From an optimization exercise on the open Yosys and OpenROAD flow, aimed at small area, a short achievable clock period and few clock cycles per item; shortcuts taken in it are not production practice.
RTL that was checked went through simulation tests only; none was proved equivalent to the original.

## run a
==> flow/design.v (excerpt) <==
module stepper_ramp_pwm_rate_generator_top (
    input  wire logic        clk,
    input  wire logic        rst_n,
    input  wire logic        cfg_we,
    input  wire logic [1:0]  cfg_addr,
    input  wire logic [27:0] cfg_wdata,
    input  wire logic        s_tvalid,
    output logic             s_tready,
    input  wire logic [55:0] s_tdata,
    output logic             m_tvalid,
    input  wire logic        m_tready,
    output logic [63:0]      m_tdata
);
For scale: roughly 2800 cells after synthesis, roughly 310 flip-flops, ~160 I/O pins, about 25000 um2 of cells after synthesis.
==> flow/config.mk <==
export PLATFORM = sky130hd
export DESIGN_NAME = stepper_ramp_pwm_rate_generator_top
export DESIGN_NICKNAME = stepper_ramp_pwm_rate_generator_top
export VERILOG_FILES = /design/flow/design.v
export SDC_FILE = /design/flow/constraint.sdc
export NUM_CORES = 4
export LEC_CHECK = 0
export CAP_MARGIN = 20
export CORE_MARGIN = 2
export CORE_UTILIZATION = 40
export CTS_BUF_LIST = sky130_fd_sc_hd__clkbuf_4 sky130_fd_sc_hd__clkbuf_8
export CTS_CLUSTER_SIZE = 30
export SETUP_SLACK_MARGIN = 2.5
export SLEW_MARGIN = 20
==> flow/constraint.sdc <==
create_clock -name core_clock -period 8.0 [get_ports {clk}]
set_input_delay 1.6000 -clock core_clock [delete_from_list [all_inputs] [get_ports {clk}]]
set_output_delay 1.6000 -clock core_clock [all_outputs]
set_load 0.01 [all_outputs]
standard.sh (not shown) runs the stock make flow with config.mk's settings and CLKGATE_MAP_FILE= SYNTH_SCRIPT=/design/flow/synth_recipe.tcl, a recipe that flattens the netlist after the stock synthesis.
==> flow/flow/run.sh <==
#!/bin/bash
# Standard layout, except that the port buffers are the smallest plain
# buffer (buf_1) instead of the delay buffer buffer_ports picks by default.
set -euo pipefail
export BUFFER_PORTS_ARGS="-buffer_cell sky130_fd_sc_hd__buf_1"
bash standard.sh > orfs_make.log 2>&1
What run b does differently from run a at the input level:
-- flow/design.v --
<<< run a, line 148
        f_need    <= (in_op == 2'd1) && running_reg && below_reg;
        f_req_lt  <= in_req < max_rate_reg;
        f_sc_lt   <= (ramp_step_reg < in_req) || (max_rate_reg < in_req);
        f_sum_ge  <= sum >= {1'b0, tgt_reg};
    end
>>> run b, line 148
        f_need    <= (in_op == 2'd1) && running_reg && below_reg;
        f_req_lt  <= in_req < max_rate_reg;
        f_sc_lt   <= step_clamp < in_req;
        f_sum_ge  <= sum >= {1'b0, tgt_reg};
    end
==> comparison <==
- Run b: netlist area before placement is 0.54% higher than what run a reported.
- Run b vs. run a: fill cell total of the finished layout went up by 144.
- Delta (run b minus run a): largest net degree at the start of global routing climbed about 30%; worst hold slack barely changed; floorplan die area climbed 0.53%; post-layout utilization of the core dropped 0.79 points.
No functional check of the RTL was part of any run of this note.

---

## the reference run
stepper_ramp_pwm_rate_generator_top, a different RTL version from the one above (not shown whole).
For scale: about 2900 cells after synthesis, roughly 300 flip-flops, roughly 0.026 sq mm of cells after synthesis.
// stepper_ramp_pwm_rate_generator_top
module stepper_ramp_pwm_rate_generator_top (
    input  wire logic        clk,
    input  wire logic        rst_n,
    input  wire logic        cfg_we,
    input  wire logic [1:0]  cfg_addr,
    input  wire logic [27:0] cfg_wdata,
    input  wire logic        s_tvalid,
    output logic             s_tready,
    input  wire logic [55:0] s_tdata,
    output logic             m_tvalid,
    input  wire logic        m_tready,
    output logic [63:0]      m_tdata
);
Settings: LEC_CHECK=0, CAP_MARGIN=20, CORE_MARGIN=2, CORE_UTILIZATION=40, CTS_BUF_LIST=sky130_fd_sc_hd__clkbuf_4 sky130_fd_sc_hd__clkbuf_8, CTS_CLUSTER_SIZE=30, SETUP_SLACK_MARGIN=2.5, SLEW_MARGIN=20; clock period 8.0 ns.
Scripts as last shown in full above: flow/flow/run.sh
The reference run: flow completed, timing, DRC and antenna clean
Testbench counts of the reference run, summed over its fixed seeds: cycles 6,290, items 2,000.
--- input diff the reference run..the trial run ---
--- a/flow/design.v
+++ b/flow/design.v
@@ -224,13 +224,16 @@
             below_reg <= !f_sum_ge;
             last_reg  <= in_now;
         end
     end
     logic        jmp_reg;      
     logic        clp_reg;      
-    logic        pl_reg;       
+    logic        ocap_reg;     
+    logic        ypd_reg;      
+    logic        yclp_reg;     
+    logic        reload;       
     logic        jump;         
     logic        load;         
     logic        z_reg;        
     logic        ov_reg;       
     logic        dcl_pend;     
     logic        dcl_reg;      
@@ -239,12 +242,13 @@
     logic        busy_reg;
     logic        chk_reg;      
     logic        fin_reg;
     logic [2:0]  cnt_reg;      
     logic [2:0]  last_grp;     
     logic [15:0] den_reg;
+    logic [15:0] o_rate;       
     logic [17:0] den3_reg;     
     logic [15:0] den_next;
     logic [1:0]  lp_reg;       
     logic [1:0]  lc_reg;       
     logic [1:0]  lcode;        
     logic        spec_reg;     
@@ -332,13 +336,15 @@
             cnt_next = {1'b0, lp_reg} + 3'd3;
         else if (jump && !hit)
             cnt_next = {1'b0, lcode} + 3'd3;
         else
             cnt_next = cnt_reg - 3'd1;
         if (chk_reg && top_f)
-            den_next = dcl_reg ? max_rate_reg : cur_reg;
+            den_next = dcl_reg ? max_rate_reg : (ocap_reg ? o_rate : cur_reg);
+        else if (reload)
+            den_next = cur_reg;
         else if (load)
             den_next = rate_next;
         else if (clp_reg && fit16)
             den_next = max_rate_reg;
         else
             den_next = den_reg;
@@ -400,13 +406,13 @@
         qm    = quo_reg;
         if (!full_reg && !lc_reg[0])
             qm[15:12] = 4'd0;
         if (lc_reg != 2'd3)
             qm[27:24] = 4'd0;
         qw    = qm[15:0];
-        wlow  = (qw < 16'd11) ? 16'd10 : qw - 16'd1;
+        wlow  = ((qw < 16'd11) ? 16'd11 : qw) - 16'd1;
         qx    = full_reg ? qm[27:16] : qm[15:4];
         cc    = full_reg && (qm[11:0] >= ~qx);
         dv    = {1'b0, qx} + {12'd0, cc};
         hi    = ov_reg || (dv > 13'd4080);
         if (lowm_reg)
         begin
@@ -420,74 +426,83 @@
         end
     end
     logic        mv_reg;
     logic        o_en;
     logic [11:0] o_div;
     logic [15:0] o_wrap;
-    logic [15:0] o_rate;
     logic        o_dir;
     logic        o_rep;
     logic        cap;
     logic        ready_in;     
     logic        need_c;
     logic        zero_c;
     logic        zfast;
+    logic        early;        
+    logic        direct;       
     assign need_c   = (in_op == 2'd0) || ((in_op == 2'd1) && running_reg && below_reg);
     assign zero_c   = (in_op == 2'd2) || ((in_op != 2'd0) && !f_tick && (cur_reg == 16'd0));
     assign ready_in = !need_c || (pre_ok && (!f_need || (vis_reg == 2'd2)));
     assign done     = fin_reg || (chk_reg && !top_f);
     assign cap      = done && (!mv_reg || m_tready);
     assign hold     = done && !cap;
-    assign s_tready = ready_in && !hold && !(chk_reg && top_f)
-                      && (pl_reg || (!busy_reg && !jmp_reg));
+    assign early    = busy_reg && (cnt_reg == last_grp) && !zero_c && !ocap_reg
+                      && (!mv_reg || m_tready);
+    assign direct   = !busy_reg && !jmp_reg && !(chk_reg && top_f) && !hold;
+    assign s_tready = ready_in && !ypd_reg && (early || direct);
     assign accept   = s_tvalid && s_tready;
-    assign zfast    = accept && !pl_reg && zero_c;
-    assign load     = (accept && !pl_reg && !zero_c)
-                      || (s_tvalid && ready_in && !pl_reg && busy_reg
-                          && (cnt_reg == last_grp));
-    assign jump     = jmp_reg && !clp_reg && (!pl_reg || accept) && !hold;
+    assign zfast    = accept && zero_c;
+    assign reload   = ypd_reg && cap;
+    assign load     = (accept && !zero_c) || reload;
+    assign jump     = jmp_reg && !clp_reg && !hold && !(chk_reg && top_f);
     always_ff @(posedge clk or negedge rst_n)
     begin
         if (!rst_n)
         begin
             jmp_reg  <= 1'b0;
             clp_reg  <= 1'b0;
-            pl_reg   <= 1'b0;
+            ocap_reg <= 1'b0;
+            ypd_reg  <= 1'b0;
             rst_reg  <= 1'b0;
             busy_reg <= 1'b0;
             chk_reg  <= 1'b0;
             fin_reg  <= 1'b0;
             cnt_reg  <= '0;
             mv_reg   <= 1'b0;
         end
         else
         begin
             if (load)
             begin
                 jmp_reg <= 1'b1;
-                clp_reg <= in_op[0] && mwr_reg;
+                clp_reg <= reload ? yclp_reg : (in_op[0] && mwr_reg);
             end
             else
             begin
                 if (jump)
                     jmp_reg <= 1'b0;
                 clp_reg <= 1'b0;
             end
-            if (load && !accept)
-                pl_reg <= 1'b1;
-            else if (accept)
-                pl_reg <= 1'b0;
+            if (accept && busy_reg)
+                ocap_reg <= 1'b1;
+            else if (cap)
+                ocap_reg <= 1'b0;
             if (chk_reg && top_f)
             begin
                 jmp_reg <= 1'b1;
                 clp_reg <= 1'b0;
-                pl_reg  <= 1'b0;
                 rst_reg <= 1'b1;
+                if (jmp_reg)
+                    ypd_reg <= 1'b1;
+            end
+            else
+            begin
+                if (jump)
+                    rst_reg <= 1'b0;
+                if (reload)
+                    ypd_reg <= 1'b0;
             end
-            else if (jump)
-                rst_reg <= 1'b0;
             cnt_reg <= cnt_next;
             chk_reg <= 1'b0;
             if (cap)
                 fin_reg <= 1'b0;
             else if (chk_reg && !top_f)
                 fin_reg <= 1'b1;
@@ -511,17 +526,22 @@
             else if (m_tready)
                 mv_reg <= 1'b0;
         end
     end
     always_ff @(posedge clk)
     begin
+        if (accept)
+            yclp_reg <= in_op[0] && mwr_reg;
         if (cap)
         begin
             o_en   <= !z_reg;
             o_div  <= z_reg ? 12'd0 : div_o;
             o_wrap <= z_reg ? 16'd0 : wrap_o;
+        end
+        if ((cap && !ocap_reg) || (accept && busy_reg))
+        begin
             o_rate <= cur_reg;
             o_dir  <= dir_reg;
             o_rep  <= reprog_reg;
         end
     end
     assign m_tvalid = mv_reg;
Findings:
Going from the reference run to the trial run, the total wire length was found to have gone down by 5.6 mm.
The trial run ended up with a lower arrival time at the worst endpoint than the reference run did.
Summary of the trial run over the reference run: non-clock buffer count lost about 10%; total core area lost 0.0012 sq mm.
A launching element of the worst setup path of den_reg[8] is what the trial run shows, while max_rate_reg[13] belongs to the reference run.
[compare] base=the reference run new=the trial run: clock buffer count in the final layout shows no meaningful change; mux contribution to synthesized area climbed 0.95 points.
Testbench counts of the trial run, summed over its fixed seeds: cycles 6,059, items 2,000.

[what the ideal ports hide]
No port has a modelled driver above. Below, the same layouts with a new extraction and two added sets of constraints. Step 1 sets driving cells, clkbuf_16 on the clock port and buf_2 on the other inputs (assumed; they add their load-dependent delay and slew). Step 2 moves the port delays by t, midway between the first and last clock arrival at a register: inputs arrive t later, outputs are due t later. That takes back most of the time a late clock gives input paths. Three values: ideal, step 1, step 2; two values: the first two.
run | shift t [ns] | slack for setup (ns) | slew at the worst register clock pin (ns) | pins driven straight from the clock port
run a | 0.720 | 2.222 / 2.222 / 1.684 | 0.07 / 0.07 | 1
run b | 0.716 | 2.271 / 2.271 / 1.882 | 0.06 / 0.06 | 1
the reference run | 0.718 | 2.455 / 2.455 / 1.930 | 0.07 / 0.07 | 1
the trial run | 0.718 | 2.443 / 2.443 / 2.010 | 0.08 / 0.08 | 1
After both steps every run listed still meets setup and hold. For run a, which loses most, drivers alone change the setup slack by 0.000 ns; drivers and shift together by -0.538 ns.
